Context: an optimization exercise on an open-source flow, tuned for small area, a short achievable clock period and few clock cycles. The choices shown serve that exercise and are no tape-out recipe.
In this exercise RTL edits were held to simulation tests only and were not proved equivalent to the original.
Power is estimated from default activity; no workload was simulated.

onyx:
// wr_gen_top
module wr_gen_top
(
  input  logic                      clk,
  input  logic                      reset_n,
  input  logic                      i_cfg_wr,
  input  wr_gen_cfg_pkg::cfg_addr_t  i_cfg_addr,
  input  wr_gen_cfg_pkg::cfg_data_t  i_cfg_data,
  input  logic                      i_start,
  input  wr_gen_data_pkg::addr_t     i_base_addr,
  input  wr_gen_data_pkg::pattern_t  i_start_pattern,
  input  logic                      i_wr_ready,
  output logic                      o_busy,
  output logic                      o_wr_valid,
  output wr_gen_data_pkg::addr_t     o_wr_addr,
  output wr_gen_data_pkg::line_t     o_wr_data,
  output wr_gen_cfg_pkg::byte_mask_t o_wr_strb
);
  wr_gen_cfg_pkg::incr_t     incr;
  wr_gen_cfg_pkg::cfg_data_t mask_lo_n;
  wr_gen_cfg_pkg::cfg_data_t mask_hi_n;
  wr_gen_cfg_pkg::psize_t    psize;
  wr_gen_cfg_pkg::wcount_t   wcount;
  logic                      busy;
  logic                      valid;
  wr_gen_cfg_pkg::wcount_t   left;    
  wr_gen_data_pkg::addr_t    addr;
  logic [31:0]               lane_n;  
  logic [31:0]               lane;
  logic ps1, ps2, ps4, psv;
  logic start_acc, accept, last;
  logic [31:0] lane_start;
  logic [31:0] lane_inc;
  logic [3:0]  full;
  logic [3:0]  cin;
  logic [63:0] byte_mask;
  logic [63:0] mask_n;
  assign ps1 = (psize == 3'd1);
  assign ps2 = (psize == 3'd2);
  assign ps4 = (psize == 3'd4);
  assign psv = ps1 | ps2 | ps4;
  assign start_acc = i_start && !busy;
  assign accept    = valid && i_wr_ready;
  assign last      = (left == 9'd1);
  always_ff @(posedge clk)
  begin
    if (!reset_n)
    begin
      incr    <= '0;
      mask_lo_n <= '1;
      mask_hi_n <= '1;
      psize   <= '0;
      wcount  <= '0;
    end
    else if (i_cfg_wr && !busy)
    begin
      case (i_cfg_addr)
        3'd0:    incr    <= i_cfg_data;
        3'd1: mask_lo_n <= ~i_cfg_data;
        3'd2: mask_hi_n <= ~i_cfg_data;
        3'd3:   psize   <= i_cfg_data[2:0];
        3'd4:   wcount  <= i_cfg_data[9-1:0];
        default: ;
      endcase
    end
  end
  logic [51:0] addr_inc;
  logic        c16;         
  logic        c16_next;
  logic [16:0] lo_sum;
  logic [17:0] la_sum;
  ...
Size: ~1,900 cells after synthesis, about 750 I/O pins.
clock: 5.0 ns
lec_check: 0
cap_margin: 20
core_area: 5 5 260 260
cts_cluster_diameter: 100
cts_cluster_size: 20
die_area: 0 0 265 265
setup_slack_margin: 2.75
slew_margin: 20
standard.sh (not shown) runs the stock make flow with config.mk's settings and CLKGATE_MAP_FILE= SYNTH_SCRIPT=/design/flow/synth_recipe.tcl, a recipe that flattens the netlist after the stock synthesis.
==> flow/flow/run.sh <==
#!/bin/bash
# The standard layout, with the port buffers made from the smallest
# plain buffer instead of the cell buffer_ports picks by itself
set -euo pipefail
export BUFFER_PORTS_ARGS="-buffer_cell sky130_fd_sc_hd__buf_1"
bash standard.sh > standard_sh.log 2>&1
Testbench counts of onyx, summed over its fixed seeds: cycles 15,876.
> inputs changed (onyx -> tundra)
--- a/flow/config.mk
+++ b/flow/config.mk
@@ -12,3 +12,3 @@
 export DIE_AREA = 0 0 265 265
-export SETUP_SLACK_MARGIN = 2.75
+export SETUP_SLACK_MARGIN = 2.6
 export SLEW_MARGIN = 20
Notes after the runs:
Summary of tundra over onyx: number of core rows essentially unchanged; met2 routing resource usage after global routing decreased 3.8 points; switching portion of total power decreased 0.22 points; finished layout cell area decreased 0.0078 mm²; ratio of routed vias to standard cells decreased 0.44.
Looking at last element of the critical path, the addr[43]$_DFFE_PP_ result is from onyx; the addr[47]$_DFFE_PP_ one comes from tundra.
Summary of tundra over onyx: worst setup slack fell 0.027 ns, maximum number of pins on one net before global-route repair decreased by about 7% relative to the old numbers, share of the core filled with cells went down by 12 points.
Largest stage delay on the critical path on tundra is up relative to onyx.
Power density of the placed cells on tundra is up relative to onyx.
[inputs] violet vs tundra
--- a/flow/config.mk
+++ b/flow/config.mk
@@ -12,3 +12,3 @@
 export DIE_AREA = 0 0 265 265
-export SETUP_SLACK_MARGIN = 2.6
+export SETUP_SLACK_MARGIN = 2.3
 export SLEW_MARGIN = 20
- Compared with tundra, violet shows a global-route usage that is 0.29 points lower.
- | number of antenna violations at the first check in global routing | violet vs tundra | 5 lower |
- Between violet and tundra, it is violet whose part of the total power dissipated in the clock network is higher, by 3.0 points.
- violet vs. tundra: total wire length went down by about 12%.
- Detailed-routed wire length on met2 ends up higher on tundra.
- violet vs. tundra: clock skew went up by 0.0058 ns.
- violet vs. tundra: setup slack after layout went down by 0.13 ns.
- Non-clock buffer count was lower in violet than in tundra.
- The floorplan die area on violet is in line with that on tundra.

[separate check: timing with driven ports]
The flow's constraints put no driver on any port. The routed layouts listed below were extracted and timed again, unchanged, in two steps.
Step 1 (the two cells are an assumption about what drives the block):
set clk [get_ports {clk}]
set_driving_cell -lib_cell sky130_fd_sc_hd__clkbuf_16 $clk
set_driving_cell -lib_cell sky130_fd_sc_hd__buf_2 [delete_from_list [all_inputs] $clk]
Step 2, shift: input delay + t, output delay - t, t = (earliest + latest rising clock arrival at the registers) / 2. This alone moves slack from input paths to output paths.
Slacks: ideal ports / drivers / drivers and shift; pairs: ideal ports / drivers.
run	t (ns)	setup WS [ns]	worst setup path at the end
onyx	0.579	2.359 / 2.359 / 2.108	input to register
tundra	0.574	2.332 / 2.332 / 2.022	input to register
violet	0.581	2.204 / 2.204 / 1.978	input to register
After both steps setup and hold are still met in every run listed. For tundra, which loses most, drivers alone change the setup slack by 0.000 ns; drivers and shift together by -0.310 ns.
